Background: an optimization exercise with open tools, aiming at small area, a short achievable clock period and few clock cycles. Do not read the settings as production practice. RTL that was checked went through simulation tests only; none was proved equivalent to the original. The RTL of run 1 was laid out without a check of its function. Power figures rest on the tool's default switching activity, not on a simulated workload.

## flow/design.v (module list and top-level ports; edited modules follow where they fit)
// module alu_arbiter: 980 lines
module alu_arbiter #(
  parameter int MUL_LAT = 3
) (
  input  logic        clk,
  input  logic        reset,
  input  logic        i_reqA_valid,
  input  logic        i_reqB_valid,
  output logic        o_reqA_ready,
  output logic        o_reqB_ready,
  input  logic [31:0] i_reqA_op1,
  input  logic [31:0] i_reqA_op2,
  input  logic [31:0] i_reqB_op1,
  input  logic [31:0] i_reqB_op2,
  input  logic [3:0]  i_reqA_sel,
  input  logic [3:0]  i_reqB_sel,
  output logic        o_rsp_valid,
  input  logic        i_rsp_ready,
  output logic        o_rsp_id,
  output logic [31:0] o_rsp_data,
  output logic        o_rsp_zflag,
  output logic        o_busy
);
  // ...
==> flow/run.sh <==
#!/bin/bash
# synth_recipe.tcl (not shown) runs the flow's synth.tcl, then flattens the netlist and writes it again
# the make line also repeats each setting of config.mk as NAME=value (left out here)
make -C /OpenROAD-flow-scripts/flow DESIGN_CONFIG=/design/flow/config.mk WORK_HOME=/design/flow/orfs CLKGATE_MAP_FILE= SYNTH_SCRIPT=/design/flow/synth_recipe.tcl finish
==> flow/config.mk <==
export PLATFORM = sky130hd
export DESIGN_NAME = alu_arbiter
export DESIGN_NICKNAME = alu_arbiter
export VERILOG_FILES = /design/flow/design.v
export SDC_FILE = /design/flow/constraint.sdc
export NUM_CORES = 4
export LEC_CHECK = 0
export ABC_AREA = 1
export ABC_CLOCK_PERIOD_IN_PS = 4500
export CAP_MARGIN = 20
export CORE_MARGIN = 2
export CORE_UTILIZATION = 40
export SETUP_SLACK_MARGIN = 5.0
export SLEW_MARGIN = 20
==> flow/constraint.sdc <==
create_clock -name core_clock -period 9.5 [get_ports {clk}]
set_input_delay 1.9000 -clock core_clock [delete_from_list [all_inputs] [get_ports {clk}]]
set_output_delay 1.9000 -clock core_clock [all_outputs]
set_load 0.01 [all_outputs]
==> flow_metrics.env, run 1 <==
export IMPL_status="finished clean"
export IMPL_wirelength_met1_mm=32.40
export IMPL_antenna_found_initial=0
export IMPL_critical_path_startpoint="r8_1$_DFFE_PN_"
export IMPL_sh_seq_area=0.1594
export IMPL_num_vias=20110
export IMPL_largest_register="ma"
export IMPL_crit_family="simple AND/OR/NAND/NOR gates"
export IMPL_p_sw_frac=0.5034
export IMPL_synth_compound_area_frac=0.1573
export IMPL_worst_slew_pin_slew_ns=0.9701
export IMPL_initial_core_util=0.4026
export IMPL_synth_top_cell_by_area="edfxtp_1"
export IMPL_drv_slew=0
export IMPL_dr_wl_met3_mm=5.319
export IMPL_drive_gt1_frac=0.2106
export IMPL_gp_congestion=0.9858
export IMPL_synth_simple_gate_area_frac=0.1213
export IMPL_taps=696
export IMPL_multi_input_area_share=0.5856
export IMPL_design_core_area_um2=53600
export IMPL_comb_power_share=0.798
export IMPL_htree_levels=4
export IMPL_cts_setup_buffers=97
export IMPL_nFillCells=5019
export IMPL_synth_edf_count=146
export IMPL_fin_util=0.5222
export IMPL_end_kind="primary output"
export IMPL_synthesis_area_um2=21580
export IMPL_criticalPathCategory="register to primary output"
==> inputs of run 2 (changes only) <==
--- a/flow/design.v
+++ b/flow/design.v
@@ -20,22 +20,25 @@
   output logic        o_rsp_zflag,
   output logic        o_busy
 );
   logic        last_b;       
   logic        grant_b, stall, accept;
   logic [31:0] a, b;
   logic [3:0]  sel;
   logic        is_mul, is_add, is_sub, is_and, is_or, is_slt;
-  logic [31:0] ax;
+  logic [31:0] ax, ay;
   logic [15:0] d_one, d_two, d_neg;
   logic        v1, id1;      
   logic [31:0] ma;           
+  logic [31:0] ay1;          
+  logic        cin1;         
   logic [15:0] bo, bt, bn;   
   logic        v2, id2;      
+  logic        cin2;
   assign grant_b      = i_reqB_valid & (~i_reqA_valid | ~last_b);
   assign stall        = v2 & ~i_rsp_ready;
   assign o_reqA_ready = ~reset & ~stall & i_reqA_valid & ~grant_b;
   assign o_reqB_ready = ~reset & ~stall & grant_b;
   assign accept       = o_reqA_ready | o_reqB_ready;
   assign o_rsp_valid  = v2;
   assign o_rsp_id     = id2;
   assign o_busy       = v1 | v2;
@@ -43,23 +46,19 @@
   assign b   = grant_b ? i_reqB_op2 : i_reqA_op2;
   assign sel = grant_b ? i_reqB_sel : i_reqA_sel;
   assign is_and = (sel == 4'b0000);
   assign is_or  = (sel == 4'b0001);
   assign is_add = (sel == 4'b0010);
   assign is_mul = (sel == 4'b0011);
   assign is_sub = (sel == 4'b0110);
   assign is_slt = (sel == 4'b0111);
-  logic        inv_b, cout;
-  logic [31:0] sum1;
-  assign inv_b = is_sub | is_slt;
-  assign {cout, sum1} = {1'b0, a} + {1'b0, b ^ {32{inv_b}}} + {32'b0, inv_b};
-  assign ax = ({32{is_mul}} & a) | ({32{is_add | is_sub}} & sum1) |
-              ({32{is_and}} & (a & b)) | ({32{is_or}} & (a | b)) |
-              {31'b0, is_slt & ~cout};
+  assign ax = ({32{is_add | is_sub | is_mul}} & a) | ({32{is_and}} & (a & b)) |
+              ({32{is_or}} & (a | b)) | {31'b0, is_slt & (a < b)};
+  assign ay = ({32{is_add}} & b) | ({32{is_sub}} & ~b);
   always_comb begin
     for (int i = 0; i < 16; i++) begin
       logic b1, b0, bm;
       b1 = b[2*i+1];
       b0 = b[2*i];
       bm = (i == 0) ? 1'b0 : b[2*i-1];
       d_one[i] = is_mul & (b0 ^ bm);
       d_two[i] = is_mul & ((b1 & ~b0 & ~bm) | (~b1 & b0 & bm));
@@ -77,16 +76,18 @@
       v1 <= accept;
       v2 <= v1;
     end
   end
   always_ff @(posedge clk) begin
     if (!stall) begin
       id1  <= grant_b;
       ma   <= ax;
+      ay1  <= ay;
+      cin1 <= is_sub;
       bo   <= d_one;
       bt   <= d_two;
       bn   <= d_neg;
     end
   end
   wire pp0_0 = (bo[0] & ma[0]) ^ bn[0];
   wire pp0_1 = ((bo[0] & ma[1]) | (bt[0] & ma[0])) ^ bn[0];
   wire pp0_2 = ((bo[0] & ma[2]) | (bt[0] & ma[1])) ^ bn[0];
@@ -835,16 +836,17 @@
   wire tx474 = tx472 ^ tc240;
   wire tx475 = tc242 ^ tx473;
   wire tx476 = tx474 ^ tx475;
   wire tx477 = tc336 ^ tc338;
   wire tx478 = tx476 ^ tx477;
   logic r0_0;
   logic r0_1;
   logic r1_0;
+  logic r1_1;
   logic r2_0;
   logic r2_1;
   logic r3_0;
   logic r3_1;
   logic r4_0;
   logic r4_1;
   logic r5_0;
   logic r5_1;
@@ -899,82 +901,86 @@
   logic r30_0;
   logic r30_1;
   logic r31_0;
   logic r31_1;
   logic r31_2;
   always_ff @(posedge clk) begin
     if (!stall) begin
       id2  <= id1;
-      r0_0 <= bn[0];
+      cin2 <= cin1;
+      r0_0 <= bn[0] | ay1[0];
       r0_1 <= pp0_0;
       r1_0 <= pp0_1;
-      r2_0 <= pp1_0;
+      r1_1 <= ay1[1];
+      r2_0 <= pp1_0 | ay1[2];
       r2_1 <= ts393;
-      r3_0 <= tc394;
+      r3_0 <= tc394 | ay1[3];
       r3_1 <= ts395;
-      r4_0 <= tc396;
+      r4_0 <= tc396 | ay1[4];
       r4_1 <= ts397;
-      r5_0 <= tc398;
+      r5_0 <= tc398 | ay1[5];
       r5_1 <= ts399;
-      r6_0 <= tc400;
+      r6_0 <= tc400 | ay1[6];
       r6_1 <= ts401;
-      r7_0 <= tc402;
+      r7_0 <= tc402 | ay1[7];
       r7_1 <= ts403;
-      r8_0 <= tc404;
+      r8_0 <= tc404 | ay1[8];
       r8_1 <= ts405;
-      r9_0 <= tc406;
+      r9_0 <= tc406 | ay1[9];
       r9_1 <= ts407;
-      r10_0 <= tc408;
+      r10_0 <= tc408 | ay1[10];
       r10_1 <= ts409;
-      r11_0 <= tc410;
+      r11_0 <= tc410 | ay1[11];
       r11_1 <= ts411;
-      r12_0 <= tc412;
+      r12_0 <= tc412 | ay1[12];
       r12_1 <= ts413;
-      r13_0 <= tc414;
+      r13_0 <= tc414 | ay1[13];
       r13_1 <= ts415;
-      r14_0 <= tc416;
+      r14_0 <= tc416 | ay1[14];
       r14_1 <= ts417;
-      r15_0 <= tc418;
+      r15_0 <= tc418 | ay1[15];
       r15_1 <= ts419;
-      r16_0 <= tc420;
+      r16_0 <= tc420 | ay1[16];
       r16_1 <= ts421;
-      r17_0 <= tc422;
+      r17_0 <= tc422 | ay1[17];
       r17_1 <= ts423;
-      r18_0 <= tc424;
+      r18_0 <= tc424 | ay1[18];
       r18_1 <= ts425;
-      r19_0 <= tc426;
+      r19_0 <= tc426 | ay1[19];
       r19_1 <= ts427;
-      r20_0 <= tc428;
+      r20_0 <= tc428 | ay1[20];
       r20_1 <= ts429;
-      r21_0 <= tc430;
+      r21_0 <= tc430 | ay1[21];
       r21_1 <= ts431;
-      r22_0 <= tc432;
+      r22_0 <= tc432 | ay1[22];
       r22_1 <= ts433;
-      r23_0 <= tc434;
+      r23_0 <= tc434 | ay1[23];
       r23_1 <= ts435;
-      r24_0 <= tc436;
+      r24_0 <= tc436 | ay1[24];
       r24_1 <= ts437;
-      r25_0 <= tc438;
+      r25_0 <= tc438 | ay1[25];
       r25_1 <= ts439;
-      r26_0 <= tc440;
+      r26_0 <= tc440 | ay1[26];
       r26_1 <= ts441;
-      r27_0 <= tc442;
+      r27_0 <= tc442 | ay1[27];
       r27_1 <= ts443;
-      r28_0 <= tc444;
+      r28_0 <= tc444 | ay1[28];
       r28_1 <= ts445;
-      r29_0 <= tc446;
+      r29_0 <= tc446 | ay1[29];
       r29_1 <= ts447;
-      r30_0 <= tc448;
+      r30_0 <= tc448 | ay1[30];
       r30_1 <= ts449;
-      r31_0 <= tc392;
+      r31_0 <= tc392 | ay1[31];
       r31_1 <= tx478;
       r31_2 <= tc450;
     end
   end
   wire ux479 = r31_0 ^ r31_1;
   wire ux480 = r31_2 ^ ux479;
   logic [31:0] fs, fc;
   assign fs = {ux480, r30_0, r29_0, r28_0, r27_0, r26_0, r25_0, r24_0, r23_0, r22_0, r21_0, r20_0, r19_0, r18_0, r17_0, r16_0, r15_0, r14_0, r13_0, r12_0, r11_0, r10_0, r9_0, r8_0, r7_0, r6_0, r5_0, r4_0, r3_0, r2_0, r1_0, r0_0};
-  assign fc = {1'b0, r30_1, r29_1, r28_1, r27_1, r26_1, r25_1, r24_1, r23_1, r22_1, r21_1, r20_1, r19_1, r18_1, r17_1, r16_1, r15_1, r14_1, r13_1, r12_1, r11_1, r10_1, r9_1, r8_1, r7_1, r6_1, r5_1, r4_1, r3_1, r2_1, 1'b0, r0_1};
-  assign o_rsp_data  = fs + fc;
-  assign o_rsp_zflag = ((fs ^ fc) == {fs[30:0] | fc[30:0], 1'b0});
+  assign fc = {1'b0, r30_1, r29_1, r28_1, r27_1, r26_1, r25_1, r24_1, r23_1, r22_1, r21_1, r20_1, r19_1, r18_1, r17_1, r16_1, r15_1, r14_1, r13_1, r12_1, r11_1, r10_1, r9_1, r8_1, r7_1, r6_1, r5_1, r4_1, r3_1, r2_1, r1_1, r0_1};
+  logic [32:0] sum;
+  assign sum         = {fs, 1'b1} + {fc, cin2};    
+  assign o_rsp_data  = sum[32:1];
+  assign o_rsp_zflag = ((fs ^ fc) == {fs[30:0] | fc[30:0], cin2});
 endmodule
==> flow/flow/run.sh (new file) <==
#!/bin/bash
# Standard ORFS layout with two changes:
#  - after the standard synthesis, fa_flip.py removes inverters around the
#    full-adder cells (a full adder is self-dual, so each one may be used in
#    inverted form); registers, ports and all other cells are unchanged;
#  - the port buffers are buf_1 cells (the resizer may upsize them) instead
#    of the default delay-buffer cell.
set -euo pipefail
R=orfs/results/${FLOW_PLATFORM}/alu_arbiter/base
bash standard.sh synth > log_synth.txt 2>&1
python3 flow/fa_flip.py $R/1_2_yosys.v $R/1_2_yosys.flip.v > log_faflip.txt 2>&1
mv $R/1_2_yosys.flip.v $R/1_2_yosys.v
rm -f $R/1_synth.odb $R/1_synth.sdc
bash standard.sh BUFFER_PORTS_ARGS="-buffer_cell sky130_fd_sc_hd__buf_1" finish > log_layout.txt 2>&1
==> flow/flow/fa_flip.py (new file) <==
#!/usr/bin/env python3
"""Remove inverters around full-adder cells in a Yosys gate netlist.

A full adder is self-dual: FA(~a, ~b, ~c) = (~sum, ~carry).  Yosys's adder
extraction leaves many inverters between full adders of opposite polarity.
This script chooses, for each full-adder cell, whether to use it in inverted
form, so that as few inverters as possible are needed, and rewrites the
netlist (same cells otherwise, same registers, same ports).

usage: fa_flip.py IN.v OUT.v
"""
import re
import sys
from collections import defaultdict

FA_RE = re.compile(r"sky130_fd_sc_hd__fa_\d+$")
INV_RE = re.compile(r"sky130_fd_sc_hd__(inv|clkinv)_\d+$")
OUT_PINS = {"X", "Y", "Q", "Q_N", "SUM", "COUT", "HI", "LO"}

src = open(sys.argv[1]).read()

# ---- parse module body: keep text of everything that is not a cell instance we touch
inst_re = re.compile(r"^  (sky130_fd_sc_hd__\w+) (\S+) \((.*?)\n  \);\n", re.S | re.M)
pin_re = re.compile(r"\.(\w+)\((.*?)\)(?:,|\s*$)", re.S | re.M)

cells = {}      # name -> [type, {pin: net}]
order = []
spans = {}
for m in inst_re.finditer(src):
    typ, name, body = m.group(1), m.group(2), m.group(3)
    pins = {}
    for pm in re.finditer(r"\.(\w+)\(([^()]*)\)", body):
        pins[pm.group(1)] = pm.group(2).strip()
    cells[name] = [typ, pins]
    order.append(name)
    spans[name] = (m.start(), m.end())

ports = set()
for m in re.finditer(r"^\s*(input|output)\s+(\[[^\]]*\]\s*)?(\S+);", src, re.M):
    ports.add(m.group(3))


def is_port_net(n):
    base = n.split("[")[0].strip()
    return base in ports or n in ports


driver = {}
loads = defaultdict(list)
for name, (typ, pins) in cells.items():
    for p, n in pins.items():
        if p in OUT_PINS:
            driver[n] = (name, p)
        else:
            loads[n].append((name, p))

# ---- signal model: each net = (root, parity)
inv_cells = {n for n, (t, _) in cells.items() if INV_RE.match(t)}


def root_of(net):
    par = 0
    seen = 0
    while net in driver and driver[net][0] in inv_cells and seen < 8:
        net = cells[driver[net][0]][1]["A"]
        par ^= 1
        seen += 1
    return net, par


# requirement list for every root: list of (cell, pin, parity) for non-inverter loads
req = defaultdict(list)
for name, (typ, pins) in cells.items():
    if name in inv_cells:
        continue
    for p, n in pins.items():
        if p in OUT_PINS:
            continue
        r, par = root_of(n)
        req[r].append([name, p, par])
# port outputs driven through inverters are requirements too (kept as is)
fixed_roots = set()
for n in list(driver):
    if is_port_net(n):
        r, par = root_of(n)
        fixed_roots.add(r)
for r in list(req):
    if is_port_net(r):
        fixed_roots.add(r)

fa_cells = [n for n, (t, _) in cells.items() if FA_RE.match(t)]
flip = {n: 0 for n in fa_cells}

# roots driven by each FA output
fa_out_root = {}
for f in fa_cells:
    pins = cells[f][1]
    fa_out_root[f] = [pins["SUM"], pins["COUT"]]
drv_fa = {}
for f in fa_cells:
    for n in fa_out_root[f]:
        drv_fa[n] = f

# pins of each root's loads that are FA inputs
fa_in_pins = defaultdict(list)   # fa -> list of (root, idx in req[root])
for r, L in req.items():
    for i, (c, p, par) in enumerate(L):
        if c in flip:
            fa_in_pins[c].append((r, i))


def eff_parity(r, i):
    c, p, par = req[r][i]
    e = par
    if c in flip and flip[c]:
        e ^= 1
    if r in drv_fa and flip[drv_fa[r]]:
        e ^= 1
    return e


def cost(r):
    return 1 if any(eff_parity(r, i) for i in range(len(req[r]))) else 0


def affected(f):
    rs = {r for r, _ in fa_in_pins[f]}
    rs.update(x for x in fa_out_root[f] if x in req)
    return rs


blocked = set()
for f in fa_cells:
    if any(x in fixed_roots for x in fa_out_root[f]):
        blocked.add(f)
    # outputs that also feed port nets through inverters
    for x in fa_out_root[f]:
        if x not in req:
            blocked.add(f)
    if any(r in fixed_roots for r, _ in fa_in_pins[f]):
        blocked.add(f)

before = sum(cost(r) for r in req)
for it in range(20):
    changed = 0
    for f in fa_cells:
        if f in blocked:
            continue
        rs = affected(f)
        c0 = sum(cost(r) for r in rs)
        flip[f] ^= 1
        c1 = sum(cost(r) for r in rs)
        if c1 < c0:
            changed += 1
        else:
            flip[f] ^= 1
    if not changed:
        break
after = sum(cost(r) for r in req)
print(f"fa_flip: {len(fa_cells)} full adders, {sum(flip.values())} inverted; "
      f"inverted roots {before} -> {after}", file=sys.stderr)

# ---- rebuild: every root touched by a flip gets its inverter rebuilt
touched = set()
for f in fa_cells:
    if flip[f]:
        touched |= affected(f)

new_cells = {}       # name -> (type, pins) to add
del_cells = set()
new_wires = []
k = [0]


def fresh(prefix):
    k[0] += 1
    return f"_faflip_{prefix}{k[0]}_"


for r in touched:
    # existing inverters hanging from r (directly)
    invs = [c for (c, p) in loads.get(r, []) if c in inv_cells]
    need1 = [i for i in range(len(req[r])) if eff_parity(r, i)]
    # all loads of r's inverter subtree are in req[r]; rebuild: loads w/ parity 0 -> r, parity 1 -> one inverter
    inv_net = None
    inv_type = "sky130_fd_sc_hd__inv_1"
    if invs:
        inv_type = cells[invs[0]][0]
    # remove every inverter in r's tree (depth <= 8), rebuild one
    stack = list(invs)
    while stack:
        c = stack.pop()
        if c in del_cells:
            continue
        del_cells.add(c)
        outn = cells[c][1]["Y"]
        stack.extend(x for (x, p) in loads.get(outn, []) if x in inv_cells)
    if need1:
        inv_net = fresh("n")
        new_wires.append(inv_net)
        new_cells[fresh("inv")] = (inv_type, {"A": r, "Y": inv_net})
    for i in range(len(req[r])):
        c, p, par = req[r][i]
        cells[c][1][p] = inv_net if eff_parity(r, i) else r

# sanity: deleted inverters must not drive ports or anything outside req
for c in del_cells:
    outn = cells[c][1]["Y"]
    assert not is_port_net(outn), outn

def esc(n):
    return n + " " if n.startswith("\\") else n


# ---- write
out = []
pos = 0
for name in order:
    s, e = spans[name]
    out.append(src[pos:s])
    pos = e
    if name in del_cells:
        continue
    typ, pins = cells[name]
    body = ",\n".join(f"    .{p}({esc(n)})" for p, n in pins.items())
    out.append(f"  {typ} {name} (\n{body}\n  );\n")
    if name == order[-1]:
        for nn, (t, pins2) in new_cells.items():
            body = ",\n".join(f"    .{p}({esc(n)})" for p, n in pins2.items())
            out.append(f"  {t} {nn} (\n{body}\n  );\n")
tail = src[pos:]
out.append(tail)
text = "".join(out)
# declare new wires after the module header's first wire declaration
idx = text.index("  wire ")
text = text[:idx] + "".join(f"  wire {w};\n" for w in new_wires) + text[idx:]
open(sys.argv[2], "w").write(text)
print(f"fa_flip: removed {len(del_cells)} inverters, added {len(new_cells)}", file=sys.stderr)
==> flow/standard.sh (new file) <==
#!/bin/bash
# synth_recipe.tcl (not shown) runs the flow's synth.tcl, then flattens the netlist and writes it again
# the make line also repeats each setting of config.mk as NAME=value (left out here)
make -C /OpenROAD-flow-scripts/flow DESIGN_CONFIG=/design/flow/config.mk WORK_HOME=/design/flow/orfs CLKGATE_MAP_FILE= SYNTH_SCRIPT=/design/flow/synth_recipe.tcl "${@:-finish}"
removed: flow/run.sh
==> flow_metrics.env, run 2 <==
export IMPL_max_freq_mhz=221.4
export IMPL_min_path_type="register to register"
export IMPL_finalWirelength_mm=79.18
export IMPL_dieHeight_um=242
export IMPL_skew_ns=0.01271
export IMPL_worst_slew_pin_slew_ns=1.049
export IMPL_grt_pass1_wl_mm=115.9
export IMPL_r2r_setup_slack_ns=5.05
export IMPL_fin_tns_setup_ns=0
export IMPL_drt_iter0_markers=1711
export IMPL_r2r_end="r30_1$_DFFE_PN_"
export IMPL_cp_start_kind="register"
export IMPL_ctsHoldBuffers=0
export IMPL_peakVddDrop_uv=329.5
export IMPL_numPortBuffers=178
export IMPL_top_regs="ay1 x32, ma x32"
export IMPL_setup_slack_ns=4.983
export IMPL_wl_per_cell_um=22.31
export IMPL_netlist_instances=2580
export IMPL_maxCapViolCount=0
export IMPL_holdCritStartpoint="ay1[1]$_DFFE_PN_"
export IMPL_hold_depth=0
export IMPL_first_pass_iters=9
export IMPL_initial_core_util=0.4034
export IMPL_gp_congestion=0.9506
export IMPL_num_vias=19720
export IMPL_drive_gt1_frac=0.1579
export IMPL_first_global_vias=19320
export IMPL_end_kind="primary output"
export IMPL_grt_util_all_layers=0.2597
export IMPL_cp_max_fo=7
export IMPL_final_cell_mix="inv_1 (332), nand2_1 (320), xor2_1 (285)"
export IMPL_p_sw_frac=0.5010
export IMPL_final_hold_violation_count=0
export IMPL_drtAntennaViolNets=0
export IMPL_dieArea_um2=58560
export IMPL_fin_util=0.4655
export IMPL_antenna_cells=0
export IMPL_regToRegStartpoint="bn[7]$_DFFE_PN_"
export IMPL_num_rows=87
export IMPL_synth_avg_cell_area_um2=8.782
export IMPL_pre_cts_ws_ns=4.485
export IMPL_clk_pin_slew_worst_paths_ns=0.07
export IMPL_drcViolationCount=0
export IMPL_power_uw=11210
export IMPL_p_int_uw=5596
export IMPL_nFillCells=5422
export IMPL_clk_latency_ns=0.48
export IMPL_yosysWarnings=1
export IMPL_seqPwrFrac=0.165
export IMPL_r2r_cells=9
export IMPL_p_leak_uw=0.01173
export IMPL_synth_nets=3102
export IMPL_cts_root_buf="clkbuf_16"
export IMPL_clock_power_share=0.065
export IMPL_cp_required_ns=7.60
export IMPL_grt_max_degree=180
export IMPL_io_pins=179
export IMPL_p_sw_uw=5618
export IMPL_grt_overflow_total=0
export IMPL_dieWidth_um=242
export IMPL_drv_slew=0
export IMPL_status="finished clean"
export IMPL_htree_levels=4
export IMPL_mostFrequentLayoutCell="inv_1"
export IMPL_design_core_area_um2=56170
export IMPL_synthesis_area_um2=22660
export IMPL_holdPathEnd="r1_1$_DFFE_PN_"
export IMPL_relSlewSlack=0.3009
export IMPL_clkSinkCount=184
export IMPL_numCtsBuffers=17
export IMPL_rsz0062_at_grt="yes"
export IMPL_fin_crit_ns=4.517
export IMPL_comb_power_share=0.770
export IMPL_criticalPathCategory="register to primary output"
export IMPL_antenna_found_initial=2
export IMPL_syn2layout_area_growth_pct=15.39
export IMPL_post_route_period_util=0.4755
export IMPL_finalSetupViolCount=0
export IMPL_dp_hpwl_mm=57.24
export IMPL_vias_per_cell=5.556
export IMPL_cts_buffer_depth=2
export IMPL_nets=3303
export IMPL_p_per_area_nw_per_um2=428.9
export IMPL_cts_tree="done"
export IMPL_arrival_ns=2.62
-- run 2: what timing repair did --
item	in CTS	in global routing
resized for setup	100	114
buffers inserted	20	75
setup endpoints to repair	40	56
endpoints found under the hold margin	0	0
cloned	5	8
pin swaps	12	43
-- run 2: per-stage QoR --
stage | cell area (um^2) | std cells | hold WS (ns)
after global routing | 26150 | 3549 | 0.4499
after detailed placement | 23910 | 3409 | 0.4045
after floorplan | 22680 | 2580 | 0.4003
after global placement | 23910 | 3409 | 0.4014
after CTS | 25060 | 3465 | 0.4215
final | 26150 | 3549 | 0.4205
-- run 2: final cells by class --
| class | instances | area, um^2 | share of cell area |
|---|---|---|---|
| clock buffer | 17 | 425.4 | 0.01627 |
| clock inverter | 14 | 167.7 | 0.006413 |
| inverter | 418 | 1699 | 0.06499 |
| multi-input combinational | 1842 | 15490 | 0.5924 |
| sequential | 184 | 5512 | 0.2108 |
| tap | 756 | 945.9 | 0.03618 |
| timing repair buffer | 308 | 1849 | 0.07073 |
| timing repair inverter | 10 | 57.56 | 0.002201 |
-- run 2: critical path, stage by stage (launching register included) --
cell      delay (ns)
edfxtp_1        0.44
inv_2           0.07
ha_4            0.31
nand2_1         0.05
inv_1           0.12
nand4_1         0.12
o211ai_1        0.20
buf_4           0.18
buf_6           0.10
nand4_1         0.09
nand3_1         0.12
xor2_1          0.17
buf_2           0.15
-- run 2: how the worst max path moves through the flow --
stage               cells past startpoint              from  slack [ns]          endpoint
finish                                 12    r4_1$_DFFE_PN_        4.98    o_rsp_data[27]
global route                           14    r0_0$_DFFE_PN_        4.88    o_rsp_data[30]
CTS                                    11  ma[25]$_DFFE_PN_        4.94   r30_0$_DFFE_PN_
detailed placement                     13      i_reqA_valid        4.48  ma[21]$_DFFE_PN_
global placement                       11   bt[0]$_DFFE_PN_        4.61   r30_0$_DFFE_PN_
floorplan                               4       i_rsp_ready        2.61      o_reqA_ready
-- run 2: layer usage --
layer | global-route usage | vias up | part of all wire
met5 | 0 | - | 0
met4 | 0.1104 | 0 | 0.043
met3 | 0.05029 | 211 | 0.081
met2 | 0.4264 | 1078 | 0.47
met1 | 0.3344 | 9526 | 0.41
li1 | - | 8905 | -
-- run 2: power by group through the flow --
stage	Clock, uW	Sequential, uW	Combinational [uW]
4_1_cts	745	1840	8230
5_1_grt	769	1870	9600
3_3_place_gp	0	1840	7580
2_1_floorplan	0	1730	5460
3_5_place_dp	0	1850	7860
6_report	733	1850	8630
Testbench counts of run 2, summed over its fixed seeds: cycles 2,416.

## separate check: timing with driven ports
The flow's constraints put no driver on any port. The routed layouts listed below were extracted and timed again, unchanged, in two steps. Step 1 (the two cells are an assumption about what drives the block):
set clk [get_ports {clk}]
set_driving_cell -lib_cell sky130_fd_sc_hd__clkbuf_16 $clk
set_driving_cell -lib_cell sky130_fd_sc_hd__buf_2 [delete_from_list [all_inputs] $clk]
Step 2, shift: input delay + t, output delay - t, t = (earliest + latest rising clock arrival at the registers) / 2. This alone moves slack from input paths to output paths. Slacks: ideal ports / drivers / drivers and shift; pairs: ideal ports / drivers.
run | shift t [ns] | slack for setup (ns) | worst hold slack (ns) | worst setup path after step 2 | worst register clock-pin slew, ns
run 1 | 0.517 | 4.868 / 4.808 / 4.417 | 0.422 / 0.422 / 0.422 | input to register | 0.07 / 0.07
run 2 | 0.532 | 4.983 / 4.926 / 4.733 | 0.421 / 0.421 / 0.421 | input to register | 0.08 / 0.08
After both steps every run listed still meets setup and hold. For run 1, which loses most, drivers alone change the setup slack by -0.060 ns; drivers and shift together by -0.451 ns.
